Context: an optimization exercise on an open-source flow, tuned for small area, a short achievable clock period and few clock cycles per item. The choices shown serve that exercise and are no tape-out recipe.
Where RTL was checked, it was by simulation tests only, not by an equivalence proof against the original.
Function not checked in runs 1, 2 and 4: the RTL went through the layout flow alone.
Power figures rest on the tool's default switching activity, not on a simulated workload.

==> flow/design.v <==
package mas_pkg;
  localparam int W = 256;
endpackage
module multiword_add_sequencer (
  input  logic         clk,
  input  logic         rst,
  input  logic         in_valid,
  output logic         in_ready,
  input  logic [255:0] a,
  input  logic [255:0] b,
  input  logic         cin,
  input  logic         sub,
  output logic         out_valid,
  input  logic         out_ready,
  output logic [255:0] sum,
  output logic         cout
);
  localparam int W  = 256;
  localparam int K  = 8;        
  localparam int NB = W / K;    
  localparam int LK = $clog2(K);
  localparam int LB = $clog2(NB);
  logic [W-1:0]  bx, g, p, s0_d;
  logic [NB-1:0] bg, bp;         
  logic [NB:0]   bc_d;           
  assign bx = b ^ {W{sub}};
  assign g  = a & bx;
  assign p  = a ^ bx;
  logic [W-1:0] lg, lp;           
  always_comb begin
    logic [K-1:0] tg, tp;
    for (int j = 0; j < NB; j++) begin
      tg = g[j*K +: K];
      tp = p[j*K +: K];
      if (j == 0) tg[0] = tg[0] | (tp[0] & (sub | cin));
      for (int l = 0; l < LK; l++)
        for (int i = 0; i < K; i++)
          if (i[l]) begin
            tg[i] = tg[i] | (tp[i] & tg[((i >> l) << l) - 1]);
            tp[i] = tp[i] & tp[((i >> l) << l) - 1];
          end
      lg[j*K +: K] = tg;
      lp[j*K +: K] = tp;
      bg[j] = tg[K-1];
      bp[j] = tp[K-1];
    end
  end
  always_comb begin
    logic [NB-1:0] tg, tp;
    tg = bg;
    tp = bp;
    for (int l = 0; l < LB; l++)
      for (int i = 0; i < NB; i++)
        if (i[l]) begin
          tg[i] = tg[i] | (tp[i] & tg[((i >> l) << l) - 1]);
          tp[i] = tp[i] & tp[((i >> l) << l) - 1];
        end
    bc_d[0] = 1'b0;
    for (int j = 1; j <= NB; j++) bc_d[j] = tg[j-1];
  end
  always_comb begin
    logic c;
    s0_d[0] = p[0] ^ (sub | cin);
    for (int j = 0; j < NB; j++)
      for (int i = 0; i < K; i++)
        if (j*K+i > 0) begin
          if (i == 0) c = bc_d[j];
          else        c = lg[j*K+i-1] | (lp[j*K+i-1] & bc_d[j]);
          s0_d[j*K+i] = p[j*K+i] ^ c;
        end
  end
  logic [W-1:0]  s_q;
  logic          c_q;
  logic          valid_q;
  assign in_ready = ~valid_q | out_ready;
  always_ff @(posedge clk or posedge rst) begin
    if (rst)           valid_q <= 1'b0;
    else if (in_ready) valid_q <= in_valid;
  end
  always_ff @(posedge clk) begin
    if (in_ready) begin
      s_q <= s0_d;
      c_q <= bc_d[NB];
    end
  end
  assign sum = s_q;
  assign cout      = c_q;
  assign out_valid = valid_q;
endmodule
==> flow/flow/run.sh <==
#!/bin/bash
# The standard layout (standard.sh) with two changes:
#  - every port is buffered by the smallest buffer cell instead of the one
#    buffer_ports picks by default;
#  - after the standard synthesis, polfix.py re-chooses the polarity of the
#    full-adder groups so that fewer inverters are needed (combinational
#    cells only; registers untouched), then the layout continues from it.
set -euo pipefail
export BUFFER_PORTS_ARGS="-buffer_cell sky130_fd_sc_hd__buf_1"
R=$PWD/orfs/results/sky130hd/multiword_add_sequencer/base
bash standard.sh "$R/1_2_yosys.v" > synth.log 2>&1
cp "$R/1_2_yosys.v" "$R/1_2_yosys.standard.v"
python3 flow/polfix.py "$R/1_2_yosys.standard.v" "$R/1_2_yosys.v" > polfix.log 2>&1
bash standard.sh > layout.log 2>&1
==> flow/flow/polfix.py <==
#!/usr/bin/env python3
"""Re-choose inverter polarity around full adders in a flat Yosys netlist.

A full adder satisfies fa(~A, ~B, ~CIN) = (~SUM, ~COUT). Synthesis sometimes
extracts adder chains in inverted polarity, which costs an inverter on most
adder inputs and outputs. This script looks through every inverter to the
signal it inverts, picks for each group of connected full adders the polarity
that needs the fewest inverters (an xor2/xnor2 driver may also swap to its
twin), and then rebuilds the inverters: one inverter per signal whose
complement is still needed. Registers and all other cells are kept as they
are.

usage: polfix.py IN.v OUT.v
"""
import re
import sys

PFX = "sky130_fd_sc_hd__"
OUTPINS = {"X", "Y", "Q", "Q_N", "SUM", "COUT", "HI", "LO"}
FA_IN = ("A", "B", "CIN")
FA_OUT = ("SUM", "COUT")


def parse(path):
    text = open(path).read()
    m = re.search(r"\n(\s*" + PFX + r")", text)
    head = text[: m.start() + 1]
    body = text[m.start() + 1:]
    tail_i = body.rindex("endmodule")
    tail = body[tail_i:]
    body = body[:tail_i]
    cells = {}
    order = []
    for cm in re.finditer(r"(" + PFX + r"\w+)\s+(\S+)\s*\((.*?)\);", body, re.S):
        pins = [(p, n.strip()) for p, n in re.findall(r"\.(\w+)\(([^()]*)\)", cm.group(3))]
        cells[cm.group(2)] = [cm.group(1), dict(pins), [p for p, _ in pins]]
        order.append(cm.group(2))
    rest = re.sub(r"(" + PFX + r"\w+)\s+(\S+)\s*\((.*?)\);", "", body, flags=re.S)
    if rest.strip():
        raise SystemExit("polfix: unexpected netlist content: %r" % rest.strip()[:200])
    return head, cells, order, tail


def output_ports(head):
    outs = set()
    for m in re.finditer(r"^\s*output\s+(\[(\d+):(\d+)\]\s+)?(\w+);", head, re.M):
        if m.group(1):
            hi, lo = int(m.group(2)), int(m.group(3))
            for i in range(min(hi, lo), max(hi, lo) + 1):
                outs.add("%s[%d]" % (m.group(4), i))
        else:
            outs.add(m.group(4))
    return outs


def esc(net):
    # an escaped identifier ends at white space
    return net + " " if net.startswith("\\") else net


def main():
    head, C, order, tail = parse(sys.argv[1])
    outports = output_ports(head)

    def is_inv(t):
        return re.match(PFX + r"(clk)?inv_\d+$", t) is not None

    drv = {}
    for n, (t, pins, _) in C.items():
        for p, net in pins.items():
            if p in OUTPINS:
                drv[net] = (n, p)

    def root(net):
        par = 0
        seen = 0
        while True:
            d = drv.get(net)
            if d is None or not is_inv(C[d[0]][0]):
                return net, par
            net = C[d[0]][1]["A"]
            par ^= 1
            seen += 1
            if seen > 100:
                raise SystemExit("polfix: inverter loop")

    # requirements: (cell, pin) -> (source net, parity), for every input pin of a
    # non-inverter cell; ports driven by an inverter keep a driver of their own
    reqs = []
    for n, (t, pins, _) in C.items():
        if is_inv(t):
            continue
        for p, net in pins.items():
            if p in OUTPINS:
                continue
            s, par = root(net)
            reqs.append((n, p, s, par))
    port_reqs = []
    for net in sorted(outports):
        d = drv.get(net)
        if d and is_inv(C[d[0]][0]):
            s, par = root(net)
            port_reqs.append((net, s, par))

    # adder groups
    fas = [n for n, c in C.items() if c[0].startswith(PFX + "fa_")]
    parent = {f: f for f in fas}

    def find(x):
        while parent[x] != x:
            parent[x] = parent[parent[x]]
            x = parent[x]
        return x

    src_fa = {}  # source net -> adder driving it
    for f in fas:
        for p in FA_OUT:
            src_fa[C[f][1][p]] = f
    for (n, p, s, par) in reqs:
        if n in parent and p in FA_IN and s in src_fa:
            a, b = find(n), find(src_fa[s])
            if a != b:
                parent[a] = b
    groups = {}
    for f in fas:
        groups.setdefault(find(f), []).append(f)
    # a group whose output is a port (or feeds a port directly) may not flip
    locked = set()
    for f in fas:
        for p in FA_OUT:
            if C[f][1][p] in outports:
                locked.add(find(f))

    flip = {g: 0 for g in groups}
    swappable = {net for net, (n, p) in drv.items()
                 if C[n][0] in (PFX + "xor2_1", PFX + "xnor2_1") and net not in outports}

    by_src = {}
    for r in reqs:
        by_src.setdefault(r[2], []).append(r)
    for (net, s, par) in port_reqs:
        by_src.setdefault(s, [])

    def phys(s):
        f = src_fa.get(s)
        return flip[find(f)] if f is not None else 0

    def need(r):
        n, p, s, par = r
        if n in parent and p in FA_IN and flip[find(n)]:
            return par ^ 1
        return par

    def src_cost(s):
        pols = {need(r) ^ phys(s) for r in by_src.get(s, [])}
        if s in swappable and len(pols) == 1:
            return 0
        return 1 if 1 in pols else 0

    def group_srcs(g):
        ss = set()
        for f in groups[g]:
            for p in FA_IN:
                ss.add(root(C[f][1][p])[0])
            for p in FA_OUT:
                ss.add(C[f][1][p])
        return ss

    gsrcs = {g: group_srcs(g) for g in groups}
    base = sum(src_cost(s) for s in by_src)
    improved = True
    passes = 0
    while improved and passes < int(__import__("os").environ.get("POLFIX_PASSES", "10")):
        improved = False
        passes += 1
        for g in groups:
            if g in locked:
                continue
            before = sum(src_cost(s) for s in gsrcs[g])
            flip[g] ^= 1
            after = sum(src_cost(s) for s in gsrcs[g])
            if after < before:
                improved = True
            else:
                flip[g] ^= 1
    if "POLFIX_ONLY" in __import__("os").environ:
        only = int(__import__("os").environ["POLFIX_ONLY"])
        for i, g in enumerate(groups):
            flip[g] = 1 if i == only and g not in locked else 0
            if i == only:
                sys.stderr.write("group %s: %s\n" % (g, groups[g]))
    final = sum(src_cost(s) for s in by_src)

    # rebuild
    old_inv = sum(1 for c in C.values() if is_inv(c[0]))
    for n in [n for n, c in C.items() if is_inv(c[0])]:
        del C[n]
        order.remove(n)
    k = [0]
    compl = {}

    def complement(s):
        if s not in compl:
            k[0] += 1
            o = "_polfix_n%d_" % k[0]
            name = "_polfix_c%d_" % k[0]
            C[name] = [PFX + "inv_1", {"A": s, "Y": o}, ["A", "Y"]]
            order.append(name)
            compl[s] = o
        return compl[s]

    swapped = set()
    for s, rs in by_src.items():
        ph = phys(s)
        pols = {need(r) ^ ph for r in rs}
        if s in swappable and pols == {1}:
            dn, dp = drv[s]
            t = C[dn][0]
            # xor2 drives X, xnor2 drives Y
            to_xor = t.endswith("xnor2_1")
            C[dn][0] = PFX + ("xor2_1" if to_xor else "xnor2_1")
            op, np_ = ("Y", "X") if to_xor else ("X", "Y")
            C[dn][1][np_] = C[dn][1].pop(op)
            C[dn][2] = [np_ if q == op else q for q in C[dn][2]]
            swapped.add(s)
            ph ^= 1
        for r in rs:
            n, p, _, _ = r
            C[n][1][p] = s if (need(r) ^ ph) == 0 else complement(s)
    for (net, s, par) in port_reqs:
        k[0] += 1
        name = "_polfix_c%d_" % k[0]
        ph = phys(s) ^ (1 if s in swapped else 0)
        if par ^ ph:
            C[name] = [PFX + "inv_1", {"A": s, "Y": net}, ["A", "Y"]]
        else:
            C[name] = [PFX + "buf_1", {"A": s, "X": net}, ["A", "X"]]
        order.append(name)
    new_inv = sum(1 for c in C.values() if is_inv(c[0]))
    sys.stderr.write("polfix: %d adders in %d groups, %d flipped; inverters %d -> %d "
                     "(cost %d -> %d)\n" % (len(fas), len(groups), sum(flip.values()),
                                            old_inv, new_inv, base, final))

    used = set()
    for (t, pins, _) in C.values():
        used.update(pins.values())
    extra = sorted(x for x in used if x.startswith("_polfix_n"))
    out = [head.rstrip("\n") + "\n"]
    for x in extra:
        out.append("  wire %s;\n" % x)
    for n in order:
        t, pins, po = C[n]
        ps = [p for p in po if p in pins] + [p for p in pins if p not in po]
        out.append("  %s %s (\n%s\n  );\n" % (t, n, ",\n".join("    .%s(%s)" % (p, esc(pins[p])) for p in ps)))
    out.append(tail)
    open(sys.argv[2], "w").write("".join(out))


if __name__ == "__main__":
    main()
==> flow/standard.sh <==
#!/bin/bash
# synth_recipe.tcl (not shown) runs the flow's synth.tcl, then flattens the netlist and writes it again
# the make line also repeats each setting of config.mk as NAME=value (left out here)
make -C /OpenROAD-flow-scripts/flow DESIGN_CONFIG=/design/flow/config.mk WORK_HOME=/design/flow/orfs CLKGATE_MAP_FILE= SYNTH_SCRIPT=/design/flow/synth_recipe.tcl "${@:-finish}"
==> flow/config.mk <==
export PLATFORM = sky130hd
export DESIGN_NAME = multiword_add_sequencer
export DESIGN_NICKNAME = multiword_add_sequencer
export VERILOG_FILES = /design/flow/design.v
export SDC_FILE = /design/flow/constraint.sdc
export NUM_CORES = 4
export LEC_CHECK = 0
export ABC_AREA = 1
export CAP_MARGIN = 20
export CORE_MARGIN = 2
export CORE_UTILIZATION = 40
export CTS_BUF_LIST = sky130_fd_sc_hd__clkbuf_8
export CTS_CLUSTER_DIAMETER = 100
export CTS_CLUSTER_SIZE = 12
export PLACE_DENSITY = 0.8
export SETUP_SLACK_MARGIN = 2.8
export SLEW_MARGIN = 20
==> flow/constraint.sdc <==
create_clock -name core_clock -period 6.5 [get_ports {clk}]
set_input_delay 1.3000 -clock core_clock [delete_from_list [all_inputs] [get_ports {clk}]]
set_output_delay 1.3000 -clock core_clock [all_outputs]
set_load 0.01 [all_outputs]
==> results of run 1 <==
==> flip-flops by register name (all words and copies together), names as in the netlist <==
signal / flops
valid_q: 1
c_q: 1
s_q: 256
==> layout by cell type, fill, tap and decap left out, types with 21 or more instances in the layout <==
| cell type | n |
|---|---|
| clkbuf_8 | 27 |
| inv_1 | 391 |
| nor2_1 | 166 |
| nand3_1 | 115 |
| nand2_2 | 124 |
| nand2_1 | 746 |
| nand2_4 | 74 |
| buf_4 | 73 |
| xor2_2 | 23 |
| nand3_2 | 40 |
| buf_6 | 28 |
| edfxtp_1 | 257 |
| a21oi_2 | 35 |
| nor2_4 | 25 |
| a21oi_1 | 180 |
| xor2_1 | 301 |
| buf_1 | 775 |
| ha_1 | 247 |
| inv_2 | 21 |
==> worst max-delay path, cell delays in order <==
cell and delay (ps):
buf_16 150, buf_12 150, buf_8 130, xor2_1 160
ha_1 340, nand2_1 120, nand2_2 80, nand3_2 90
nand2_2 80, nand2_1 70, nand2_1 70, a21oi_2 150
nand2_2 110, a21oi_4 150, buf_12 150, nand2_8 160
nand2_4 140, nand2_8 70, fa_2 370, xor2_1 170
==> stage by stage <==
stage	worst slack, ps	util (%)	area [um^2]
after floorplan	2090	-	24200
after global placement	785	47.4	27900
after detailed placement	770	47.4	27900
after global routing	2550	54.0	31800
final	2660	54.0	31800
after CTS	2710	50.9	29900
==> path summary, 6_finish.rpt <==
path | depth (start not counted) | endpoint | start | slack (ps)
setup / recovery | 20 | s_q[185] | sub | 2660
hold / removal | 2 | valid_q | rst | 450
setup reg to reg | 2 | s_q[209] | valid_q | 4430
min in group core_clock | 3 | valid_q | in_valid | 830
max in group asynchronous | 2 | valid_q | rst | 5960
hold reg to reg | 1 | s_q[49] | valid_q | 950
==> final cells by class <==
| type | instances | share of cell area (%) |
|---|---|---|
| Antenna cell | 10 | 0.0788 |
| Clock buffer | 27 | 1.17 |
| Multi-Input combinational cell | 2299 | 51.4 |
| Inverter | 403 | 4.77 |
| Tap cell | 773 | 3.04 |
| Clock inverter | 15 | 0.280 |
| Sequential cell | 258 | 24.4 |
| Timing Repair Buffer | 921 | 14.9 |
==> what timing repair did <==
action | CTS | global route
buffers inserted | 65 | 48
cloned | 10 | 11
setup endpoints to repair | 227 | 180
resized for setup | 169 | 338
pin swaps | 50 | 123
hold buffers | 0 | 0
endpoints found under the hold margin | 0 | 0
==> per-layer routing <==
| metal | wire [um] | part of all wire (%) |
|---|---|---|
| met1 | 33600 | 37 |
| met2 | 43400 | 48 |
| met3 | 7980 | 8.8 |
| met4 | 5970 | 6.6 |
| met5 | 42 | 0.046 |
==> power groups by stage <==
stage               combinational, uW  sequential (uW)  clock, uW
finish                           3500             2540       1110
global route                     3820             2570       1170
CTS                              3140             2540       1130
detailed placement               2890             2560          0
global placement                 2830             2570          0
floorplan                        1700             2730          0
==> impl_metrics.json, run 1 <==
{
  "finalSetupTns_ps": 0,
  "start_util_pct": 40.4,
  "die_width_um": 248,
  "multi_input_area_um2": 16300,
  "n_fill_cell": 5280,
  "fin_nets": 4716,
  "grtUsageMet3_pct": 5.73,
  "drt-total-wl_um": 91000,
  "syn_inst": 2991,
  "period_needed_ps": 3840,
  "rsz0062_at_grt": "yes",
  "crit_type": "in -> reg",
  "portBuffers": 776,
  "arrival_ps": 4260,
  "grt_use_total_pct": 26.7,
  "power.density_nw_per_um2": 225,
  "area_growth_pct": 33.8,
  "grt-busiest-layer": "met2",
  "required_ps": 6910,
  "syn_nets": 3798,
  "core-area_um2": 58800,
  "place_congestion": 0.992,
  "grt_pass1_vias": 22350,
  "avgSynthCellArea_um2": 7.94,
  "syn_area_um2": 23700,
  "via_per_inst": 5.15,
  "grt_pass1_wl_um": 124000,
  "worst_pin_slew_ps": 1120,
  "grt_max_degree": 159,
  "cp_max_fo": 8,
  "grtUsageMet2_pct": 45.3,
  "final_cells": 4706,
  "drtIter0Drc": 1465,
  "insertion_delay_ps": 650,
  "status": "no timing/DRC/antenna violations",
  "setup_viol": 0,
  "numCtsBuffers": 26,
  "drtPass1Iterations": 5,
  "grt_overflow_total": 0,
  "seq_power_share_pct": 35.6,
  "seq_area_um2": 7740,
  "num_vias": 24226,
  "antenna_left": 0,
  "grtUsageMet1_pct": 31.4,
  "leakagePower_uw": 0.0155,
  "dieHeight_um": 248,
  "max_freq_mhz": 260,
  "clockRootBuffer": "clkbuf_8",
  "dp_hpwl_um": 66500,
  "clock_sinks": 258,
  "rows": 89,
  "yosysWarnings": 1,
  "finalMaxSlewViolations": 0,
  "drv_cap": 0,
  "clkPwrFrac_pct": 15.5,
  "end_kind": "register",
  "hold_slack_ps": 445,
  "io_pins": 777,
  "antenna_found_initial": 11,
  "intPower_uw": 4090,
  "pwr-share-comb_pct": 48.9,
  "cts_tree": "done",
  "cts_htree_levels": 1,
  "clk_pin_slew_worst_paths_ps": 100,
  "hold_viol": 0,
  "holdCritPathClass": "in -> async",
  "dieArea_um2": 61300,
  "min_period_over_period_pct": 59.1,
  "skew_ps": 25.2,
  "dp_cells": 4520,
  "cts_buffer_depth": 3,
  "peakVddDrop_uv": 175,
  "power.share.switching_pct": 42.8,
  "start_kind": "primary input",
  "slew_headroom_pct": 25.6,
  "p_total_uw": 7140,
  "switching_power_uw": 3060,
  "avgRoutedWirePerCell_um": 19.3,
  "drive_above_1_share_pct": 15.9,
  "drc": 0
}
==> inputs of run 2 (changes only) <==
--- a/flow/config.mk
+++ b/flow/config.mk
@@ -14,4 +14,4 @@
 export CTS_CLUSTER_SIZE = 12
 export PLACE_DENSITY = 0.8
-export SETUP_SLACK_MARGIN = 2.8
+export SETUP_SLACK_MARGIN = 3.0
 export SLEW_MARGIN = 20
==> run 2 against run 1 <==
Compared with the run above: final cell count increased by 1.4%; via count increased by 4.8%; maximum frequency decreased by 2.3%; non-clock buffer count increased by 64; clock power decreased by 8%; combinational power increased by 8.9%; first-iteration DRC count increased by 42%; synthesized cell count unchanged; area after synthesis unchanged; largest power group unchanged; count of clock-buffer cells in the layout decreased by 1; design area increased by 4.2%; total power increased by 3.3%; critical path type unchanged.
==> impl_metrics.json, run 2 <==
{
  "status": "no timing/DRC/antenna violations",
  "drv_cap": 0,
  "intPower_uw": 4160,
  "reg_top3": "s_q x256, c_q x1, valid_q x1",
  "top_register": "s_q",
  "grt_max_degree": 141,
  "post-route-cell-area_um2": 33100,
  "area_growth_pct": 39.4,
  "io_pins": 777,
  "insertion_delay_ps": 650,
  "cpMaxStageDelayCell": "fa_1",
  "grt_pass1_vias": 22988,
  "num_vias": 25391,
  "dieArea_um2": 61300,
  "crit_start": "sub",
  "syn_nets": 3798,
  "period_needed_ps": 3940,
  "final_common_cell": "buf_1",
  "reg2reg_from": "valid_q",
  "hold_viol": 0,
  "start_kind": "primary input",
  "slew_headroom_pct": 20.9,
  "cp_max_fo": 6,
  "cp-endpoint": "s_q[193]",
  "dieHeight_um": 248,
  "skew_ps": 41.5,
  "cts_tree": "done",
  "syn_area_um2": 23700,
  "core-area_um2": 58800,
  "switching_power_uw": 3210,
  "finalSetupTns_ps": 0,
  "required_ps": 6870,
  "syn_inst": 2991,
  "grt_pass1_wl_um": 131000,
  "cpMostUsedCell": "nand2_8",
  "cts_hold_buf": 0,
  "setup_ws_ps": 2560,
  "via_per_inst": 5.32,
  "antenna_left": 0,
  "yosysWarnings": 1,
  "drtIter0Drc": 2074,
  "arrival_ps": 4310,
  "holdCritPathClass": "in -> async",
  "place_ws_ps": 968,
  "clock_sinks": 258,
  "crit_type": "in -> reg",
  "drive_above_1_share_pct": 21.1,
  "peakVddDrop_uv": 163,
  "setup_viol": 0,
  "ff2ff_path_depth": 2,
  "max_freq_mhz": 254,
  "drt-total-wl_um": 97400,
  "worst_pin_slew_ps": 1190,
  "final_cell_mix": "buf_1, nand2_1, inv_1, xor2_1, edfxtp_1",
  "portBuffers": 776,
  "avgRoutedWirePerCell_um": 20.4,
  "drc": 0,
  "leakagePower_uw": 0.0161,
  "final_cells": 4772,
  "die_width_um": 248,
  "rows": 89,
  "final_util_pct": 56.3,
  "min_period_over_period_pct": 60.5,
  "crit_chain": "clkbuf_16 > buf_4 > buf_16 > xor2_1 > ha_1 > a21oi_2 > o21ai_2 > a21oi_4 > nand2_2 > a21oi_4 > nand2_8 > nand2_8 > nand2_8 > nand2_4 > nand2_4 > fa_1 > inv_1 > xnor2_1",
  "dp_cells": 4516,
  "grt_overflow_total": 0,
  "seq_power_share_pct": 34.5,
  "largest_reg_flops": 256,
  "cts_htree_levels": 1,
  "rsz0062_at_grt": "yes",
  "rrSetupSlack_ps": 4310,
  "numCtsBuffers": 25,
  "pwr-share-comb_pct": 51.6,
  "finalMaxSlewViolations": 0,
  "clkPwrFrac_pct": 13.9,
  "start_util_pct": 40.4,
  "cpPeakStageDelay_ps": 420,
  "placed_cell_area_um2": 27900,
  "end_kind": "register",
  "antenna_found_initial": 14,
  "clk_pin_slew_worst_paths_ps": 90,
  "dp_hpwl_um": 67900,
  "place_congestion": 1.01,
  "grt_use_total_pct": 28.0,
  "avgSynthCellArea_um2": 7.94,
  "clockRootBuffer": "clkbuf_8",
  "power.density_nw_per_um2": 223,
  "power.share.switching_pct": 43.6,
  "drtPass1Iterations": 6,
  "r2r_end": "s_q[120]",
  "fin_nets": 4780,
  "cts_buffer_depth": 3
}
## run 2: changes by cell type in the layout (fill, tap and decap cells not counted), sizes merged
cell,delta
buf,+64
diode,+4
clkinv,-3
clkinvlp,+2
bufinv,-1
clkbuf,-1
nand2,+1
## run 2: worst min-delay path by stage
stage / from / end / cells past startpoint
2_1_floorplan: rst / valid_q / 1
3_3_place_gp: valid_q / s_q[155] / 1
3_5_place_dp: valid_q / s_q[154] / 1
4_1_cts: rst / valid_q / 2
5_1_grt: rst / valid_q / 2
6_report: rst / valid_q / 2
## run 2: critical path: cells and delay by family
family                     cells  cell delay, ps
AOI/OAI and AO/OA              4             670
xor gates and xnor gates       2             250
adders and majority gates      2             790
buffers and inverters          4             570
and+or+nand+nor                6             680
## run 2: cell type report
type / count / area [um^2]
multi-input combinational: 2300 / 17100
inverter: 403 / 1520
tap: 773 / 967
antenna: 14 / 35.0
sequential: 258 / 7740
clock inverter: 13 / 52.6
clock buffer: 26 / 358
fill: 5021 / 25700
timing repair buffer: 985 / 5290
## run 2: metrics by stage
step / power (uW) / hold WS (ps)
global placement: 5410 / 1020
floorplan: 4420 / 1030
global route: 7780 / 423
detailed placement: 5470 / 1020
CTS: 6870 / 416
finish: 7370 / 437
## run 2: metal layers
layer	share of wire, %	vias up	GRT usage [%]
met1	37	11886	34.8
met5	0.013	-	0
met4	6.4	2	13.6
met2	47	1478	46.4
li1	-	11646	-
met3	9.6	379	5.71
## run 2: power groups by stage
stage / clock network (uW) / registers (uW) / logic, uW
floorplan: 0 / 2730 / 1700
global placement: 0 / 2560 / 2850
detailed placement: 0 / 2570 / 2900
CTS: 1030 / 2540 / 3300
global route: 1100 / 2570 / 4110
finish: 1020 / 2540 / 3810
## run 2: timing repair
| action | 4_1_cts | 5_1_grt |
|---|---|---|
| buffers inserted | 80 | 96 |
| pin swaps | 109 | 162 |
| resized for setup | 325 | 377 |
| gates cloned | 17 | 10 |
| setup endpoints to repair | 232 | 216 |
==> inputs of run 3 (changes only) <==
--- a/flow/design.v
+++ b/flow/design.v
@@ -27,5 +27,4 @@
   assign g  = a & bx;
   assign p  = a ^ bx;
-  logic [W-1:0] lg, lp;           
   always_comb begin
     logic [K-1:0] tg, tp;
@@ -40,6 +39,6 @@
             tp[i] = tp[i] & tp[((i >> l) << l) - 1];
           end
-      lg[j*K +: K] = tg;
-      lp[j*K +: K] = tp;
+      s0_d[j*K] = p[j*K] ^ ((j == 0) ? (sub | cin) : 1'b0);
+      for (int i = 1; i < K; i++) s0_d[j*K+i] = p[j*K+i] ^ tg[i-1];
       bg[j] = tg[K-1];
       bp[j] = tp[K-1];
@@ -59,17 +58,6 @@
     for (int j = 1; j <= NB; j++) bc_d[j] = tg[j-1];
   end
-  always_comb begin
-    logic c;
-    s0_d[0] = p[0] ^ (sub | cin);
-    for (int j = 0; j < NB; j++)
-      for (int i = 0; i < K; i++)
-        if (j*K+i > 0) begin
-          if (i == 0) c = bc_d[j];
-          else        c = lg[j*K+i-1] | (lp[j*K+i-1] & bc_d[j]);
-          s0_d[j*K+i] = p[j*K+i] ^ c;
-        end
-  end
-  logic [W-1:0]  s_q;
-  logic          c_q;
+  logic [W-1:0]  s0_q;
+  logic [NB:1]   bc_q;
   logic          valid_q;
   assign in_ready = ~valid_q | out_ready;
@@ -80,10 +68,21 @@
   always_ff @(posedge clk) begin
     if (in_ready) begin
-      s_q <= s0_d;
-      c_q <= bc_d[NB];
+      s0_q <= s0_d;
+      bc_q <= bc_d[NB:1];
     end
   end
-  assign sum = s_q;
-  assign cout      = c_q;
+  always_comb begin
+    logic [K-1:0] m;
+    for (int i = 0; i < K; i++) sum[i] = s0_q[i];
+    for (int j = 1; j < NB; j++) begin
+      m = s0_q[j*K +: K];
+      for (int l = 0; l < LK; l++)
+        for (int i = 0; i < K; i++)
+          if (i[l]) m[i] = m[i] & m[((i >> l) << l) - 1];
+      sum[j*K] = s0_q[j*K] ^ bc_q[j];
+      for (int i = 1; i < K; i++) sum[j*K+i] = s0_q[j*K+i] ^ (bc_q[j] & m[i-1]);
+    end
+  end
+  assign cout      = bc_q[NB];
   assign out_valid = valid_q;
 endmodule
--- a/flow/flow/polfix.py
+++ b/flow/flow/polfix.py
@@ -133,6 +133,17 @@
 
     flip = {g: 0 for g in groups}
-    swappable = {net for net, (n, p) in drv.items()
-                 if C[n][0] in (PFX + "xor2_1", PFX + "xnor2_1") and net not in outports}
+    def is_xor(n):
+        return re.match(PFX + r"x(n)?or2_\d+$", C[n][0]) is not None
+
+    def toggle(n):
+        # xor2 drives X, xnor2 drives Y
+        t = C[n][0]
+        to_xor = "xnor2_" in t
+        C[n][0] = t.replace("xnor2_", "xor2_") if to_xor else t.replace("xor2_", "xnor2_")
+        op, np_ = ("Y", "X") if to_xor else ("X", "Y")
+        C[n][1][np_] = C[n][1].pop(op)
+        C[n][2] = [np_ if q == op else q for q in C[n][2]]
+
+    swappable = {net for net, (n, p) in drv.items() if is_xor(n) and net not in outports}
 
     by_src = {}
@@ -153,5 +164,6 @@
 
     def src_cost(s):
-        pols = {need(r) ^ phys(s) for r in by_src.get(s, [])}
+        # an xor/xnor input takes either polarity: the gate absorbs it
+        pols = {need(r) ^ phys(s) for r in by_src.get(s, []) if not is_xor(r[0])}
         if s in swappable and len(pols) == 1:
             return 0
@@ -171,5 +183,5 @@
     improved = True
     passes = 0
-    while improved and passes < int(__import__("os").environ.get("POLFIX_PASSES", "10")):
+    while improved and passes < 10:
         improved = False
         passes += 1
@@ -184,10 +196,4 @@
             else:
                 flip[g] ^= 1
-    if "POLFIX_ONLY" in __import__("os").environ:
-        only = int(__import__("os").environ["POLFIX_ONLY"])
-        for i, g in enumerate(groups):
-            flip[g] = 1 if i == only and g not in locked else 0
-            if i == only:
-                sys.stderr.write("group %s: %s\n" % (g, groups[g]))
     final = sum(src_cost(s) for s in by_src)
 
@@ -210,17 +216,24 @@
         return compl[s]
 
+    # xor/xnor inputs: connect the signal as it is and let the gate absorb
+    # any inversion (toggling xor2 <-> xnor2 keeps its output unchanged)
+    xor_reqs = {}
+    for r in reqs:
+        if is_xor(r[0]):
+            xor_reqs.setdefault(r[0], []).append(r)
+    for n, rs in xor_reqs.items():
+        parity = 0
+        for r in rs:
+            parity ^= need(r) ^ phys(r[2])
+            C[n][1][r[1]] = r[2]
+        if parity:
+            toggle(n)
     swapped = set()
     for s, rs in by_src.items():
+        rs = [r for r in rs if not is_xor(r[0])]
         ph = phys(s)
         pols = {need(r) ^ ph for r in rs}
         if s in swappable and pols == {1}:
-            dn, dp = drv[s]
-            t = C[dn][0]
-            # xor2 drives X, xnor2 drives Y
-            to_xor = t.endswith("xnor2_1")
-            C[dn][0] = PFX + ("xor2_1" if to_xor else "xnor2_1")
-            op, np_ = ("Y", "X") if to_xor else ("X", "Y")
-            C[dn][1][np_] = C[dn][1].pop(op)
-            C[dn][2] = [np_ if q == op else q for q in C[dn][2]]
+            toggle(drv[s][0])
             swapped.add(s)
             ph ^= 1
--- a/flow/config.mk
+++ b/flow/config.mk
@@ -14,4 +14,4 @@
 export CTS_CLUSTER_SIZE = 12
 export PLACE_DENSITY = 0.8
-export SETUP_SLACK_MARGIN = 3.0
+export SETUP_SLACK_MARGIN = 2.8
 export SLEW_MARGIN = 20
==> run 3 against run 2 <==
Compared with the run above: first-iteration DRC count decreased by 36%; sequential share of layout area rose by 5.9 points; design area shrank 10%; die area is 4.8% higher; wire length is 21% lower; hold slack improved by 3.7 ps; total power is 4.7% lower; sequential power rose by 14%; combinational power down about 20%; core utilization is 8.2 points lower; critical path depth shrank 3; largest power group unchanged.
==> impl_metrics.json, run 3 <==
{
  "top_register": "s0_q",
  "grt_use_total_pct": 22.9,
  "finalMaxSlewViolations": 0,
  "power.share.switching_pct": 40.4,
  "drtIter0Drc": 1327,
  "clkPwrFrac_pct": 15.6,
  "start_kind": "primary input",
  "p_total_uw": 7020,
  "max_freq_mhz": 278,
  "grt_overflow_total": 0,
  "clk_pin_slew_worst_paths_ps": 90,
  "leakagePower_uw": 0.0130,
  "drive_above_1_share_pct": 4.91,
  "crit_type": "in -> reg",
  "intPower_uw": 4190,
  "cts_tree": "done",
  "io_pins": 777,
  "setup_viol": 0,
  "start_util_pct": 40.4,
  "area_growth_pct": 19.0,
  "antenna_left": 0,
  "portBuffers": 776,
  "seq_power_share_pct": 41.3,
  "yosysWarnings": 1,
  "slew_headroom_pct": 31.5,
  "end_kind": "register",
  "drv_cap": 0,
  "worst_pin_slew_ps": 1030,
  "hold_slack_ps": 441,
  "clock_sinks": 289,
  "skew_ps": 27.1,
  "period_needed_ps": 3600,
  "ff2ff_path_depth": 2,
  "final_cell_mix": "buf_1, xor2_1, nand2_1, inv_1, edfxtp_1",
  "grt_pass1_vias": 20107,
  "syn_nets": 3429,
  "status": "no timing/DRC/antenna violations",
  "power.density_nw_per_um2": 237,
  "insertion_delay_ps": 640,
  "num_vias": 20487,
  "cp_max_fo": 39,
  "core-area_um2": 61600,
  "drtPass1Iterations": 6,
  "via_per_inst": 4.89,
  "largest_reg_flops": 256,
  "syn_inst": 2529,
  "arrival_ps": 4120,
  "antenna_found_initial": 13,
  "dieHeight_um": 253,
  "drt-total-wl_um": 77400,
  "post-route-cell-area_um2": 29600,
  "switching_power_uw": 2840,
  "placed_cell_area_um2": 28900,
  "avgRoutedWirePerCell_um": 18.5,
  "syn_area_um2": 24900,
  "final_common_cell": "buf_1",
  "grt_pass1_wl_um": 112000,
  "dieArea_um2": 64300,
  "rsz0062_at_grt": "no",
  "finalSetupTns_ps": 0,
  "die_width_um": 253,
  "cts_htree_levels": 1,
  "dp_hpwl_um": 65600,
  "hold_viol": 0,
  "numCtsBuffers": 28,
  "grt_max_degree": 148,
  "peakVddDrop_uv": 141,
  "cts_hold_buf": 0,
  "rows": 91,
  "fin_nets": 4230,
  "pwr-share-comb_pct": 43.1,
  "required_ps": 7020,
  "reg_top3": "s0_q x256, bc_q x32, valid_q x1",
  "drc": 0,
  "min_period_over_period_pct": 55.4,
  "place_congestion": 0.961,
  "cts_buffer_depth": 3,
  "avgSynthCellArea_um2": 9.84,
  "clockRootBuffer": "clkbuf_8",
  "holdCritPathClass": "in -> async"
}
==> run 3: changes by cell type in the layout (fill, tap and decap cells not counted), moves of 78 or more <==
cell and change:
nand2_1 -320, buf_4 -105, inv_1 -78, nand2_2 -161, xor2_1 +107, xnor2_1 +144, nand2_4 -88, fa_1 +78
==> run 3: critical path, stage by stage <==
cell and delay, ps:
clkbuf_16 290, buf_4 380, xor2_1 130, ha_1 350, nand2_1 90, nor2_1 150
nand4_1 100, inv_1 100, and2_2 240, nand3_1 220, nor2_1 210, nand2_1 200
nor2_1 170, nand2_2 60, nand2_1 70
==> run 3: path summary, 6_finish.rpt <==
kind | startpoint | end | slack (ps)
worst max-delay path | sub | bc_q[25] | 2900
worst min-delay path | rst | valid_q | 440
worst max register to register | valid_q | s0_q[68] | 4200
worst min register to register | valid_q | valid_q | 1000
max in group asynchronous | rst | valid_q | 5970
min in group core_clock | in_valid | valid_q | 830
==> run 3: stage by stage <==
stage               util, %  setup slack (ps)  instances
floorplan                 -              2690       2529
global placement       46.9              1730       4124
detailed placement     46.9              1690       4124
CTS                    47.7              2810       4167
global route           48.1              2770       4189
finish                 48.1              2900       4192
==> run 3: layer usage <==
layer | GRT usage [%] | vias up | routed length [um]
met5 | 0 | - | 24
met4 | 11.8 | 4 | 3750
met3 | 6.38 | 191 | 7310
met2 | 38.9 | 866 | 37200
met1 | 26.4 | 9558 | 29100
li1 | - | 9868 | -
==> run 3: area by class of cell <==
| cell class | instances | area (um^2) |
|---|---|---|
| fill | 5700 | 32000 |
| tap | 837 | 1050 |
| clock inverter | 13 | 53.8 |
| inverter | 300 | 1130 |
| sequential | 289 | 8670 |
| clock buffer | 29 | 399 |
| antenna | 13 | 32.5 |
| multi-input combinational | 1902 | 15100 |
| timing repair buffer | 809 | 3250 |
==> run 3: what timing repair did <==
item / 4_1_cts / 5_1_grt
endpoints found under the setup margin: 32 / 45
buffers inserted: 1 / 12
pin swaps: 0 / 8
resized for setup: 8 / 45
==> run 3: power by group through the flow <==
stage	clock network (uW)	logic, uW	registers (uW)
2_1_floorplan	0	1880	2870
3_3_place_gp	0	2890	2920
3_5_place_dp	0	2960	2940
4_1_cts	1130	2980	2900
5_1_grt	1180	3350	2950
6_report	1090	3030	2900
Testbench counts of run 3, summed over its fixed seeds: cycles 1,608, items 1,600.
==> inputs of run 4 (changes only) <==
--- a/flow/design.v
+++ b/flow/design.v
@@ -24,4 +24,6 @@
   logic [NB-1:0] bg, bp;         
   logic [NB:0]   bc_d;           
+  logic [NB-1:0] c0;             
+  assign c0 = {{(NB-1){1'b0}}, sub | cin};
   assign bx = b ^ {W{sub}};
   assign g  = a & bx;
@@ -32,5 +34,4 @@
       tg = g[j*K +: K];
       tp = p[j*K +: K];
-      if (j == 0) tg[0] = tg[0] | (tp[0] & (sub | cin));
       for (int l = 0; l < LK; l++)
         for (int i = 0; i < K; i++)
@@ -39,7 +40,7 @@
             tp[i] = tp[i] & tp[((i >> l) << l) - 1];
           end
-      s0_d[j*K] = p[j*K] ^ ((j == 0) ? (sub | cin) : 1'b0);
-      for (int i = 1; i < K; i++) s0_d[j*K+i] = p[j*K+i] ^ tg[i-1];
-      bg[j] = tg[K-1];
+      s0_d[j*K] = p[j*K] ^ c0[j];
+      for (int i = 1; i < K; i++) s0_d[j*K+i] = p[j*K+i] ^ (tg[i-1] | (tp[i-1] & c0[j]));
+      bg[j] = tg[K-1] | (tp[K-1] & c0[j]);
       bp[j] = tp[K-1];
     end
@@ -67,5 +68,5 @@
   end
   always_ff @(posedge clk) begin
-    if (in_ready) begin
+    if (in_valid && in_ready) begin
       s0_q <= s0_d;
       bc_q <= bc_d[NB:1];
--- a/flow/config.mk
+++ b/flow/config.mk
@@ -14,4 +14,4 @@
 export CTS_CLUSTER_SIZE = 12
 export PLACE_DENSITY = 0.8
-export SETUP_SLACK_MARGIN = 2.8
+export SETUP_SLACK_MARGIN = 3.0
 export SLEW_MARGIN = 20
==> run 4 against run 3 <==
Compared with the run above: count of clock-buffer cells in the layout stayed put; total power is 8.7% lower; wire length is 7.9% higher; design area up 6.2%; largest power group unchanged; highest routed layer unchanged.
==> impl_metrics.json, run 4 <==
{
  "power.density_nw_per_um2": 204,
  "place_congestion": 0.975,
  "finalSetupTns_ps": 0,
  "cts_htree_levels": 1,
  "syn_inst": 2478,
  "fin_nets": 4304,
  "skew_ps": 23.6,
  "holdCritPathClass": "in -> async",
  "avgSynthCellArea_um2": 9.97,
  "top_register": "s0_q",
  "status": "no timing/DRC/antenna violations",
  "grt_pass1_vias": 20711,
  "n_fill_cell": 5323,
  "end_kind": "primary output",
  "avgRoutedWirePerCell_um": 19.8,
  "cp_max_fo": 3,
  "cpMaxStageDelayCell": "edfxtp_1",
  "crit_chain": "nand4_1 > nor2_2 > inv_2 > nor2_4 > and2_4 > nand2_4 > xnor2_2 > buf_4",
  "period_needed_ps": 3610,
  "peakVddDrop_uv": 137,
  "slew_headroom_pct": 41.5,
  "drtPass1Iterations": 6,
  "multi_input_area_um2": 15700,
  "area_growth_pct": 27.4,
  "final_cell_mix": "buf_1, xor2_1, edfxtp_1, ha_1, nand2_1",
  "cts_hold_buf": 0,
  "drv_cap": 0,
  "worst_path_dominant_cell_family": "simple AND/OR/NAND/NOR gates",
  "syn_area_um2": 24700,
  "yosysWarnings": 1,
  "clock_sinks": 289,
  "reg_top3": "s0_q x256, bc_q x32, valid_q x1",
  "grt_pass1_wl_um": 114000,
  "antenna_left": 0,
  "dieHeight_um": 252,
  "via_per_inst": 5.06,
  "crit_type": "reg -> out",
  "rows": 91,
  "rsz0062_at_grt": "yes",
  "start_util_pct": 40.2,
  "final_common_cell": "buf_1",
  "portBuffers": 776,
  "drive_above_1_share_pct": 13.2,
  "grtUsageMet3_pct": 5.41,
  "min_period_over_period_pct": 55.5,
  "syn_nets": 3377,
  "die_width_um": 252,
  "grt-busiest-layer": "met2",
  "seq_area_um2": 8670,
  "required_ps": 5200,
  "leakagePower_uw": 0.0136,
  "start_kind": "register",
  "cts_tree": "done",
  "cpPeakStageDelay_ps": 490,
  "numCtsBuffers": 28,
  "insertion_delay_ps": 640,
  "hold_viol": 0,
  "p_total_uw": 6420,
  "largest_reg_flops": 256,
  "drtIter0Drc": 1278,
  "path_buf_inv": 2,
  "cts_buffer_depth": 3,
  "grt_max_degree": 133,
  "clk_pin_slew_worst_paths_ps": 90,
  "dieArea_um2": 63800,
  "drt-total-wl_um": 83500,
  "finalMaxSlewViolations": 0,
  "setup_viol": 0,
  "grtUsageMet2_pct": 40.8,
  "antenna_found_initial": 15,
  "grt_overflow_total": 0,
  "worst_pin_slew_ps": 878,
  "drc": 0,
  "io_pins": 777,
  "core-area_um2": 61400,
  "grt_use_total_pct": 23.4,
  "grtUsageMet1_pct": 26.2,
  "num_vias": 21371,
  "arrival_ps": 2310,
  "clockRootBuffer": "clkbuf_8",
  "dp_hpwl_um": 64300,
  "max_freq_mhz": 277
}
## run 4: layer usage
layer	wire length (um)	vias to the layer above
li1	-	10032
met1	30400	10110
met2	40800	985
met3	7150	242
met4	5100	2
met5	16	-
## run 4: area by class of cell
type	count	area share, %
diodes	14	0.111
clock buffers	29	1.27
clock inverters	13	0.175
inverters	276	3.32
multi-input cells	1877	49.9
flip-flops and latches	289	27.6
well taps	790	3.14
repair buffers	933	14.6
## run 4: power breakdown
part	switching (uW)	internal (uW)	total (uW)
sequential	173	2450	2630
clock	684	407	1090
combinational	1610	1090	2700
## run 4: worst paths after layout
path / from / end / slack, ps / cells past startpoint
min in group core_clock: valid_q / valid_q / 590 / 2
setup reg to reg: valid_q / s0_q[16] / 4420 / 2
hold / removal: rst / valid_q / 450 / 2
setup / recovery: bc_q[25] / sum[207] / 2890 / 8
hold reg to reg: valid_q / valid_q / 590 / 2
max in group asynchronous: rst / valid_q / 5960 / 2
## run 4: worst register-to-register path, cell delays in order (launching register included)
cell	delay [ps]
dfrtp_1	430
a21oi_4	490
buf_12	500
## run 4: timing repair
action,4_1_cts,5_1_grt
cloned,3,12
setup buffers,63,70
gates resized for setup,109,176
pin swaps,39,90
setup endpoints to repair,103,88
## run 4: through the flow
step / hold WS (ps) / util (%) / setup slack (ps) / std cells / area (um^2)
5_1_grt: 409 / 51.3 / 2800 / 4218 / 31500
6_report: 453 / 51.3 / 2890 / 4221 / 31500
2_1_floorplan: 662 / - / 28.7 / 2478 / 24900
3_5_place_dp: 573 / 46.7 / 1620 / 4017 / 28700
3_3_place_gp: 553 / 46.7 / 1640 / 4017 / 28700
4_1_cts: 388 / 49.0 / 2900 / 4125 / 30000
==> inputs of run 5 (changes only) <==
--- a/flow/design.v
+++ b/flow/design.v
@@ -68,5 +68,5 @@
   end
   always_ff @(posedge clk) begin
-    if (in_valid && in_ready) begin
+    if (in_ready) begin
       s0_q <= s0_d;
       bc_q <= bc_d[NB:1];
--- a/flow/config.mk
+++ b/flow/config.mk
@@ -13,5 +13,5 @@
 export CTS_CLUSTER_DIAMETER = 100
 export CTS_CLUSTER_SIZE = 12
-export PLACE_DENSITY = 0.8
-export SETUP_SLACK_MARGIN = 3.0
+export PLACE_DENSITY = 0.7
+export SETUP_SLACK_MARGIN = 2.8
 export SLEW_MARGIN = 20
==> run 5 against run 4 <==
Compared with the run above: still clean; non-clock buffer count shrank 104; area after synthesis is essentially flat; final cell count shrank 2.6%; die area is essentially flat; critical path type unchanged; largest cell class unchanged; largest power group unchanged.
==> impl_metrics.json, run 5 <==
{
  "grt_use_total_pct": 22.7,
  "clockRootBuffer": "clkbuf_8",
  "dieHeight_um": 253,
  "fin_nets": 4199,
  "final_common_cell": "buf_1",
  "via_per_inst": 4.89,
  "drv_cap": 0,
  "power.share.switching_pct": 39.9,
  "rsz0062_at_grt": "yes",
  "status": "no timing/DRC/antenna violations",
  "num_vias": 20085,
  "pwr-share-comb_pct": 42.6,
  "max_freq_mhz": 275,
  "slew_headroom_pct": 29.1,
  "syn_nets": 3377,
  "dieArea_um2": 63800,
  "finalSetupTns_ps": 0,
  "skew_ps": 16.0,
  "area_growth_pct": 20.3,
  "p_total_uw": 7010,
  "final_util_pct": 48.4,
  "required_ps": 5200,
  "end_kind": "primary output",
  "clkPwrFrac_pct": 16.0,
  "portBuffers": 776,
  "cp_max_fo": 3,
  "intPower_uw": 4210,
  "yosysWarnings": 1,
  "grt_overflow_total": 0,
  "drtPass1Iterations": 7,
  "numCtsBuffers": 29,
  "io_pins": 777,
  "grt_max_degree": 146,
  "ff2ff_path_depth": 2,
  "antenna_found_initial": 15,
  "r2r_end": "s0_q[233]",
  "finalMaxSlewViolations": 0,
  "holdCritPathClass": "in -> async",
  "dp_hpwl_um": 64000,
  "power.density_nw_per_um2": 236,
  "hold_viol": 0,
  "reg2reg_from": "valid_q",
  "clk_pin_slew_worst_paths_ps": 90,
  "cts_buffer_depth": 3,
  "peakVddDrop_uv": 183,
  "arrival_ps": 2330,
  "worst_pin_slew_ps": 1060,
  "period_needed_ps": 3630,
  "grt_pass1_vias": 19657,
  "setup_viol": 0,
  "avgSynthCellArea_um2": 9.97,
  "grt_pass1_wl_um": 110000,
  "top_register": "s0_q",
  "crit_type": "reg -> out",
  "rrSetupSlack_ps": 4420,
  "rows": 91,
  "seq_power_share_pct": 41.4,
  "die_width_um": 253,
  "syn_area_um2": 24700,
  "cts_tree": "done",
  "leakagePower_uw": 0.0129,
  "antenna_left": 0,
  "clock_sinks": 289,
  "cts_htree_levels": 1,
  "min_period_over_period_pct": 55.9,
  "final_cell_mix": "buf_1, xor2_1, nand2_1, edfxtp_1",
  "insertion_delay_ps": 650,
  "core-area_um2": 61400,
  "start_util_pct": 40.2,
  "syn_inst": 2478,
  "drtIter0Drc": 917,
  "switching_power_uw": 2800,
  "drc": 0,
  "place_congestion": 0.929,
  "drive_above_1_share_pct": 5.97,
  "start_kind": "register",
  "reg_top3": "s0_q x256, bc_q x32, valid_q x1",
  "largest_reg_flops": 256,
  "drt-total-wl_um": 76600,
  "avgRoutedWirePerCell_um": 18.6
}
==> run 5: area by class of cell <==
type,instances,area [um^2]
timing repair buffer,829,3480
sequential,289,8670
inverter,276,1040
multi-input combinational,1875,15000
fill,5796,31700
antenna,6,15.0
tap,790,988
clock inverter,16,80.1
clock buffer,29,399
==> run 5: critical path, stage by stage, from the launching register on <==
cell and delay (ps):
edfxtp_1 410, nand4_1 130, nor2_1 180, inv_1 80, nor2_2 150, and2_1 180, nand2_1 100, xnor2_2 250
buf_2 200
==> run 5: how the worst max path moves through the flow <==
stage,startpoint,end
after floorplan,out_ready,in_ready
after global placement,sub,bc_q[27]
after detailed placement,sub,bc_q[24]
after CTS,bc_q[23],sum[191]
after global routing,bc_q[1],sum[14]
final,bc_q[12],sum[103]
==> run 5: power groups by stage <==
| stage | clock, uW | combinational, uW | sequential, uW |
|---|---|---|---|
| after floorplan | 0 | 1870 | 2870 |
| final | 1120 | 2980 | 2900 |
| after global placement | 0 | 2850 | 2920 |
| after global routing | 1220 | 3310 | 2950 |
| after CTS | 1170 | 2930 | 2900 |
| after detailed placement | 0 | 2900 | 2940 |
==> run 5: timing repair <==
| item | 4_1_cts | 5_1_grt |
|---|---|---|
| pin swaps | 7 | 19 |
| gates cloned | 0 | 3 |
| resized for setup | 16 | 56 |
| setup endpoints to repair | 40 | 57 |
| buffers inserted | 5 | 23 |
| hold buffers | 0 | 0 |
==> run 5: per-stage QoR <==
stage / setup slack [ps] / instance area, um^2 / hold slack, ps / std cells
4_1_cts: 2800 / 29300 / 382 / 4078
5_1_grt: 2740 / 29700 / 407 / 4108
6_report: 2870 / 29700 / 448 / 4110
2_1_floorplan: 2690 / 24800 / 1030 / 2478
3_3_place_gp: 1620 / 28700 / 902 / 4028
3_5_place_dp: 1560 / 28700 / 931 / 4028
==> run 5: layer usage <==
| metal | global-route usage (%) | share of wire (%) | vias to the layer above | wire length, um |
|---|---|---|---|---|
| met5 | 0 | 0.13 | - | 102 |
| met4 | 7.57 | 3.8 | 16 | 2910 |
| met3 | 5.90 | 7.6 | 152 | 5830 |
| met2 | 41.0 | 50 | 665 | 38700 |
| met1 | 25.8 | 38 | 9444 | 29100 |
| li1 | - | - | 9808 | - |
Testbench counts of run 5, summed over its fixed seeds: cycles 1,608, items 1,600.
==> inputs of run 6 (changes only) <==
--- a/flow/config.mk
+++ b/flow/config.mk
@@ -9,9 +9,9 @@
 export CAP_MARGIN = 20
 export CORE_MARGIN = 2
-export CORE_UTILIZATION = 40
+export CORE_UTILIZATION = 43
 export CTS_BUF_LIST = sky130_fd_sc_hd__clkbuf_8
 export CTS_CLUSTER_DIAMETER = 100
 export CTS_CLUSTER_SIZE = 12
-export PLACE_DENSITY = 0.7
+export PLACE_DENSITY = 0.8
 export SETUP_SLACK_MARGIN = 2.8
 export SLEW_MARGIN = 20
==> run 6 against run 5 <==
Compared with the run above: critical path depth fell by 1; sequential power about the same; largest power group unchanged; clock power decreased by 4%; die area shrank 6.9%.
==> impl_metrics.json, run 6 <==
{
  "avgSynthCellArea_um2": 9.97,
  "antenna_left": 0,
  "end_kind": "primary output",
  "core-area_um2": 56600,
  "numCtsBuffers": 28,
  "reg2reg_from": "valid_q",
  "finalMaxSlewViolations": 0,
  "arrival_ps": 2300,
  "die_width_um": 244,
  "clockRootBuffer": "clkbuf_8",
  "dp_cells": 3986,
  "fin_nets": 4177,
  "cts_tree": "done",
  "start_util_pct": 43.6,
  "leakagePower_uw": 0.0128,
  "worst_pin_slew_ps": 1100,
  "place_congestion": 0.974,
  "setup_viol": 0,
  "reg_top3": "s0_q x256, bc_q x32, valid_q x1",
  "insertion_delay_ps": 630,
  "yosysWarnings": 1,
  "via_per_inst": 4.95,
  "final_common_cell": "buf_1",
  "largest_reg_flops": 256,
  "clock_sinks": 289,
  "portBuffers": 776,
  "peakVddDrop_uv": 150,
  "dieHeight_um": 244,
  "hold_viol": 0,
  "avgRoutedWirePerCell_um": 18.8,
  "num_vias": 20072,
  "slew_headroom_pct": 26.6,
  "max_freq_mhz": 278,
  "dp_hpwl_um": 63400,
  "syn_inst": 2478,
  "crit_type": "reg -> out",
  "finalSetupTns_ps": 0,
  "n_fill_cell": 5135,
  "clk_pin_slew_worst_paths_ps": 90,
  "cp_max_fo": 3,
  "drt-total-wl_um": 76100,
  "antenna_found_initial": 16,
  "dieArea_um2": 59400,
  "area_growth_pct": 19.0,
  "hold_slack_ps": 464,
  "holdCritPathClass": "in -> async",
  "crit_start": "bc_q[9]",
  "syn_area_um2": 24700,
  "place_ws_ps": 1470,
  "drive_above_1_share_pct": 4.59,
  "drv_cap": 0,
  "grt_pass1_wl_um": 110000,
  "skew_ps": 22.9,
  "final_cell_mix": "buf_1, xor2_1, nand2_1, edfxtp_1, ha_1",
  "io_pins": 777,
  "required_ps": 5200,
  "min_period_over_period_pct": 55.3,
  "status": "no timing/DRC/antenna violations",
  "cts_htree_levels": 1,
  "setup_ws_ps": 2900,
  "drtIter0Drc": 931,
  "grt_max_degree": 131,
  "start_kind": "register",
  "power.density_nw_per_um2": 236,
  "period_needed_ps": 3600,
  "rsz0062_at_grt": "yes",
  "drtPass1Iterations": 5,
  "cts_buffer_depth": 3,
  "final_cells": 4054,
  "top_register": "s0_q",
  "rows": 87,
  "grt_overflow_total": 0,
  "syn_nets": 3377,
  "grt_use_total_pct": 24.2,
  "drc": 0,
  "grt_pass1_vias": 20200
}
==> run 6: cell count changes in the layout (fill, tap and decap cells not counted), moves of 2 or more <==
cell	delta
and2_1	+6
and2_4	-6
buf_1	+8
buf_12	-2
buf_2	-3
buf_4	-20
clkbuf_2	-4
diode_2	+3
inv_6	-2
nor2_1	+9
nor2_2	-9
==> run 6: path summary, 6_finish.rpt <==
path | end | slack [ps] | depth (start not counted)
max in group asynchronous | valid_q | 5950 | 2
min reg2reg | s0_q[97] | 1130 | 1
min | valid_q | 460 | 2
max | sum[78] | 2900 | 7
max reg2reg | s0_q[210] | 4060 | 2
min in group core_clock | valid_q | 870 | 3
==> run 6: metal layers <==
| metal | wire, um | GRT usage, % |
|---|---|---|
| met1 | 28500 | 27.3 |
| met2 | 38600 | 44.5 |
| met3 | 5550 | 4.77 |
| met4 | 3370 | 9.81 |
| met5 | 74 | 0 |
==> run 6: stage by stage <==
stage                     total power, uW  utilization [%]  area (um^2)
final                                6950             51.9        29400
after global routing                 7390             51.9        29400
after CTS                            6940             51.4        29100
after detailed placement             5850             50.5        28600
after global placement               5760             50.5        28600
after floorplan                      4740                -        24800
==> run 6: cell type report <==
cell class	instances	area, um^2	share of cell area [%]
clock buffer	29	399	1.36
inverter	276	1040	3.52
tap	756	946	3.22
clock inverter	12	52.6	0.179
sequential	289	8670	29.5
antenna	9	22.5	0.0766
timing repair buffer	808	3310	11.2
multi-input combinational	1875	15000	50.9
==> run 6: critical path, cell delays in order, from the launching register on <==
cell	delay (ps)
edfxtp_1	410
nand4_1	200
nor2_1	180
inv_1	60
nor2_1	190
and2_1	200
xor2_1	210
buf_1	220
==> run 6: repair_timing <==
item                       CTS  global route
hold buffers                 0             0
pin swaps                    0             5
setup endpoints to repair   84            48
gates cloned                 1             3
resized for setup            7            38
buffers inserted             1            13
==> run 6: where the power goes <==
part	switching, uW	internal (uW)
Sequential	273	2630
Combinational	1830	1150
Clock	664	406
Total	2760	4190
==> inputs of run 7 (changes only) <==
--- a/flow/config.mk
+++ b/flow/config.mk
@@ -9,5 +9,5 @@
 export CAP_MARGIN = 20
 export CORE_MARGIN = 2
-export CORE_UTILIZATION = 43
+export CORE_UTILIZATION = 40
 export CTS_BUF_LIST = sky130_fd_sc_hd__clkbuf_8
 export CTS_CLUSTER_DIAMETER = 100
@@ -16,2 +16,3 @@
 export SETUP_SLACK_MARGIN = 2.8
 export SLEW_MARGIN = 20
+export TNS_END_PERCENT = 30
==> run 7 against run 6 <==
Compared with the run above: sequential power is essentially flat; setup slack got worse by 110 ps; still clean on timing, DRC and antenna; combinational power is 1% higher; area after synthesis unchanged; critical endpoint is now sum[71]; highest routed layer unchanged; global-route usage is 0.82 points lower; sequential cell count did not move; synthesized cell count stayed put; largest cell class unchanged; clock power is essentially flat; core utilization down 4.0 points; non-clock buffer count fell by 8; clock skew decreased by 6.3 ps.
==> impl_metrics.json, run 7 <==
{
  "portBuffers": 776,
  "dieArea_um2": 63800,
  "drtIter0Drc": 1108,
  "seq_power_share_pct": 41.4,
  "via_per_inst": 5.03,
  "finalMaxSlewViolations": 0,
  "syn_area_um2": 24700,
  "rsz0062_at_grt": "yes",
  "rows": 91,
  "drt-total-wl_um": 79900,
  "grt_pass1_vias": 20519,
  "holdCritPathClass": "in -> async",
  "leakagePower_uw": 0.0128,
  "area_growth_pct": 19.2,
  "syn_inst": 2478,
  "drtPass1Iterations": 5,
  "place_congestion": 0.969,
  "grt_overflow_total": 0,
  "avgRoutedWirePerCell_um": 19.6,
  "dieHeight_um": 253,
  "pwr-share-comb_pct": 43.0,
  "syn_nets": 3377,
  "grt_max_degree": 143,
  "num_vias": 20535,
  "clockRootBuffer": "clkbuf_8",
  "worst_pin_slew_ps": 991,
  "dp_hpwl_um": 65100,
  "end_kind": "primary output",
  "cts_hold_buf": 0,
  "antenna_found_initial": 20,
  "largest_reg_flops": 256,
  "cts_htree_levels": 1,
  "final_cell_mix": "buf_1, xor2_1, nand2_1, edfxtp_1",
  "power.density_nw_per_um2": 239,
  "crit_type": "reg -> out",
  "yosysWarnings": 1,
  "power.share.switching_pct": 40.5,
  "clk_pin_slew_worst_paths_ps": 100,
  "start_util_pct": 40.2,
  "numCtsBuffers": 28,
  "drc": 0,
  "hold_viol": 0,
  "arrival_ps": 2400,
  "dp_cells": 4018,
  "top_register": "s0_q",
  "setup_viol": 0,
  "cp_max_fo": 3,
  "clock_sinks": 289,
  "avgSynthCellArea_um2": 9.97,
  "switching_power_uw": 2840,
  "die_width_um": 253,
  "grt_pass1_wl_um": 114000,
  "finalSetupTns_ps": 0,
  "start_kind": "register",
  "antenna_left": 0,
  "cts_tree": "done",
  "drv_cap": 0,
  "required_ps": 5200,
  "insertion_delay_ps": 640,
  "max_freq_mhz": 270,
  "core-area_um2": 61400,
  "intPower_uw": 4180,
  "status": "no timing/DRC/antenna violations",
  "clkPwrFrac_pct": 15.6,
  "peakVddDrop_uv": 124,
  "reg_top3": "s0_q x256, bc_q x32, valid_q x1",
  "grt_use_total_pct": 23.4,
  "slew_headroom_pct": 33.9,
  "skew_ps": 16.7,
  "io_pins": 777,
  "fin_nets": 4170,
  "period_needed_ps": 3700,
  "cts_buffer_depth": 3,
  "drive_above_1_share_pct": 3.56,
  "final_common_cell": "buf_1",
  "min_period_over_period_pct": 57.0,
  "final_cells": 4085
}
[run 7: changes by cell type in the layout (fill, tap and decap cells not counted), moves of 7 or more]
cell / previous run / this run
buf_4: 24 / 11
nor2_1: 185 / 197
clkbuf_2: 10 / 3
nor2_2: 19 / 8
[run 7: power groups by stage]
| stage | clock network [uW] | logic [uW] | registers (uW) |
|---|---|---|---|
| 2_1_floorplan | 0 | 1860 | 2870 |
| 3_3_place_gp | 0 | 2850 | 2920 |
| 3_5_place_dp | 0 | 2930 | 2950 |
| 4_1_cts | 1130 | 2960 | 2910 |
| 5_1_grt | 1170 | 3320 | 2960 |
| 6_report | 1100 | 3020 | 2910 |
[run 7: stage by stage]
| stage | hold WS, ps | util [%] | cell area, um^2 | power [uW] | worst slack, ps |
|---|---|---|---|---|---|
| finish | 476 | 48.0 | 29400 | 7030 | 2800 |
| global route | 460 | 48.0 | 29400 | 7450 | 2680 |
| CTS | 417 | 47.5 | 29200 | 7000 | 2740 |
| detailed placement | 1070 | 46.6 | 28600 | 5880 | 1510 |
| global placement | 1060 | 46.6 | 28600 | 5770 | 1610 |
| floorplan | 1030 | - | 24800 | 4730 | 2690 |
[run 7: final timing paths]
kind                           from         to  slack, ps  cells after the start
min in group core_clock    in_valid    valid_q        850                      3
max reg2reg                 valid_q  s0_q[217]       4180                      2
max in group asynchronous       rst    valid_q       5930                      2
min                             rst    valid_q        480                      2
min reg2reg                 valid_q    valid_q       1040                      2
max                        s0_q[64]    sum[71]       2800                      8
[run 7: final cells by class]
| class | count | area, um^2 |
|---|---|---|
| inverter | 276 | 1040 |
| fill | 5734 | 31900 |
| timing repair buffer | 800 | 3290 |
| clock inverter | 14 | 57.6 |
| clock buffer | 29 | 399 |
| sequential | 289 | 8670 |
| tap | 790 | 988 |
| multi-input combinational | 1876 | 15000 |
| antenna | 11 | 27.5 |
[run 7: critical path, stage by stage, from the launching register on]
cell and delay (ps):
edfxtp_1 420, nand4_1 160, nor2_1 160, inv_1 70, nor2_2 120, and2_1 210
nand2_1 100, xnor2_2 340, buf_1 200
[run 7: metal layers]
layer / GRT usage [%] / wire, um / vias up / part of all wire, %
met2: 41.8 / 39800 / 898 / 50
met5: 0 / 131 / - / 0.16
met3: 6.68 / 7190 / 209 / 9.0
met1: 25.2 / 28700 / 9649 / 36
met4: 11.8 / 4070 / 20 / 5.1
li1: - / - / 9759 / -
[run 7: what timing repair did]
| action | CTS | global route |
|---|---|---|
| setup endpoints to repair | 48 | 54 |
| gates cloned | 1 | 5 |
| pin swaps | 0 | 3 |
| gates resized for setup | 12 | 30 |
| buffers inserted | 1 | 6 |
==> inputs of run 8 (changes only) <==
--- a/flow/config.mk
+++ b/flow/config.mk
@@ -16,3 +16,3 @@
 export SETUP_SLACK_MARGIN = 2.8
 export SLEW_MARGIN = 20
-export TNS_END_PERCENT = 30
+export TNS_END_PERCENT = 5
==> run 8 against run 7 <==
Compared with the run above: sequential share of layout area up 0.13 points; critical path type unchanged; wire length down 1.7%; clock skew down 1.1 ps; global-route usage unchanged; sequential cell count unchanged; die area unchanged; highest routed layer unchanged; setup slack better by 7.7 ps.
==> impl_metrics.json, run 8 <==
{
  "status": "no timing/DRC/antenna violations",
  "arrival_ps": 2400,
  "dp_cells": 4018,
  "syn_inst": 2478,
  "pwr-share-comb_pct": 42.7,
  "syn_area_um2": 24700,
  "num_vias": 20351,
  "crit_type": "reg -> out",
  "worst_pin_slew_ps": 1000,
  "drc": 0,
  "portBuffers": 776,
  "rows": 91,
  "max_freq_mhz": 271,
  "power.share.switching_pct": 40.3,
  "drtPass1Iterations": 5,
  "drt-total-wl_um": 78500,
  "grt_max_degree": 143,
  "numCtsBuffers": 28,
  "dp_hpwl_um": 65100,
  "clkPwrFrac_pct": 15.6,
  "grt_use_total_pct": 23.4,
  "yosysWarnings": 1,
  "grt_overflow_total": 0,
  "final_util_pct": 47.8,
  "grt_pass1_wl_um": 114000,
  "required_ps": 5200,
  "cts_htree_levels": 1,
  "min_period_over_period_pct": 56.9,
  "cts_buffer_depth": 3,
  "finalMaxSlewViolations": 0,
  "drive_above_1_share_pct": 3.29,
  "core-area_um2": 61400,
  "leakagePower_uw": 0.0127,
  "end_kind": "primary output",
  "cts_hold_buf": 0,
  "final_cell_mix": "buf_1, xor2_1, nand2_1, edfxtp_1",
  "cts_tree": "done",
  "drv_cap": 0,
  "peakVddDrop_uv": 123,
  "start_kind": "register",
  "antenna_found_initial": 20,
  "switching_power_uw": 2820,
  "final_cells": 4080,
  "largest_reg_flops": 256,
  "area_growth_pct": 18.7,
  "intPower_uw": 4170,
  "skew_ps": 15.5,
  "grt_pass1_vias": 20518,
  "clk_pin_slew_worst_paths_ps": 90,
  "avgRoutedWirePerCell_um": 19.3,
  "seq_power_share_pct": 41.6,
  "die_width_um": 253,
  "holdCritPathClass": "in -> async",
  "dieHeight_um": 253,
  "finalSetupTns_ps": 0,
  "start_util_pct": 40.2,
  "syn_nets": 3377,
  "place_ws_ps": 1510,
  "hold_viol": 0,
  "top_register": "s0_q",
  "cp_max_fo": 3,
  "slew_headroom_pct": 33.3,
  "period_needed_ps": 3700,
  "clock_sinks": 289,
  "place_congestion": 0.969,
  "p_total_uw": 7000,
  "insertion_delay_ps": 630,
  "dieArea_um2": 63800,
  "via_per_inst": 4.99,
  "antenna_left": 0,
  "rsz0062_at_grt": "yes",
  "reg_top3": "s0_q x256, bc_q x32, valid_q x1",
  "fin_nets": 4165,
  "drtIter0Drc": 1160,
  "setup_viol": 0,
  "clockRootBuffer": "clkbuf_8",
  "power.density_nw_per_um2": 239,
  "io_pins": 777,
  "setup_ws_ps": 2800,
  "avgSynthCellArea_um2": 9.97,
  "final_common_cell": "buf_1"
}
run 8: critical path, cell delays in order, from the launching register on:
cell and delay [ps]:
edfxtp_1 420, nand4_1 160, nor2_1 160, inv_1 70
nor2_2 120, and2_1 210, nand2_1 100, xnor2_2 330
buf_1 200
run 8: power groups by stage:
stage | Combinational [uW] | Clock (uW) | Sequential [uW]
floorplan | 1860 | 0 | 2870
global route | 3290 | 1170 | 2960
CTS | 2960 | 1130 | 2910
detailed placement | 2930 | 0 | 2950
finish | 2990 | 1090 | 2910
global placement | 2850 | 0 | 2920
run 8: area by class of cell:
| type | instances | area, um^2 |
|---|---|---|
| Multi-Input combinational cell | 1875 | 14900 |
| Sequential cell | 289 | 8670 |
| Antenna cell | 11 | 27.5 |
| Clock buffer | 29 | 399 |
| Inverter | 276 | 1040 |
| Clock inverter | 14 | 57.6 |
| Timing Repair Buffer | 796 | 3230 |
| Tap cell | 790 | 988 |
| Fill cell | 5748 | 32100 |
run 8: worst paths after layout:
kind | start | to | slack [ps] | cells after the start
max | s0_q[64] | sum[71] | 2800 | 8
max reg2reg | valid_q | s0_q[219] | 4180 | 2
min in group core_clock | in_valid | valid_q | 850 | 3
max in group asynchronous | rst | valid_q | 5930 | 2
min | rst | valid_q | 480 | 2
min reg2reg | valid_q | valid_q | 1050 | 2
run 8: per-layer routing:
layer	global-route usage, %	share of wire (%)	up-vias	wire length (um)
met3	6.68	8.6	211	6770
li1	-	-	9747	-
met1	25.2	36	9595	28300
met4	11.8	5.4	20	4230
met2	41.8	50	778	39100
met5	0	0.17	-	130
run 8: timing repair:
action / 4_1_cts / 5_1_grt
setup buffers: 1 / 4
endpoints found under the setup margin: 48 / 54
pin swaps: 0 / 2
gates resized for setup: 10 / 17
gates cloned: 1 / 2
run 8: through the flow:
| stage | cell area, um^2 | hold WS, ps |
|---|---|---|
| 2_1_floorplan | 24800 | 1030 |
| 3_3_place_gp | 28600 | 1060 |
| 3_5_place_dp | 28600 | 1070 |
| 4_1_cts | 29100 | 417 |
| 5_1_grt | 29300 | 460 |
| 6_report | 29300 | 480 |

separate check: timing with driven ports:
The results above use ideal ports. As a check the final layouts listed here were re-extracted and re-timed, cells and wires unchanged.
Step 1 sets driving cells, clkbuf_16 on the clock port and buf_2 on the other inputs (assumed; they add their load-dependent delay and slew).
Step 2 times the ports against the registers' clock, not the clock port: input delays grow and output delays shrink by t, the midpoint of the rising clock arrivals with the driver on.
Three values: no drivers, after step 1, after step 2; two values: the first two.
| run | t (ns) | setup WS [ns] | worst register clock-pin slew, ns |
|---|---|---|---|
| run 1 | 0.706 | 2.656 / 2.406 / 1.700 | 0.11 / 0.11 |
| run 2 | 0.692 | 2.564 / 2.289 / 1.598 | 0.11 / 0.11 |
| run 3 | 0.686 | 2.899 / 2.894 / 2.207 | 0.10 / 0.10 |
| run 4 | 0.685 | 2.893 / 2.838 / 2.236 | 0.11 / 0.11 |
| run 5 | 0.704 | 2.867 / 2.809 / 2.117 | 0.10 / 0.10 |
| run 6 | 0.673 | 2.903 / 2.851 / 2.219 | 0.10 / 0.10 |
| run 7 | 0.681 | 2.797 / 2.742 / 2.151 | 0.10 / 0.10 |
| run 8 | 0.677 | 2.804 / 2.750 / 2.091 | 0.10 / 0.10 |
After both steps setup and hold are still met in every run listed. For run 2, which loses most, drivers alone change the setup slack by -0.275 ns; drivers and shift together by -0.966 ns.
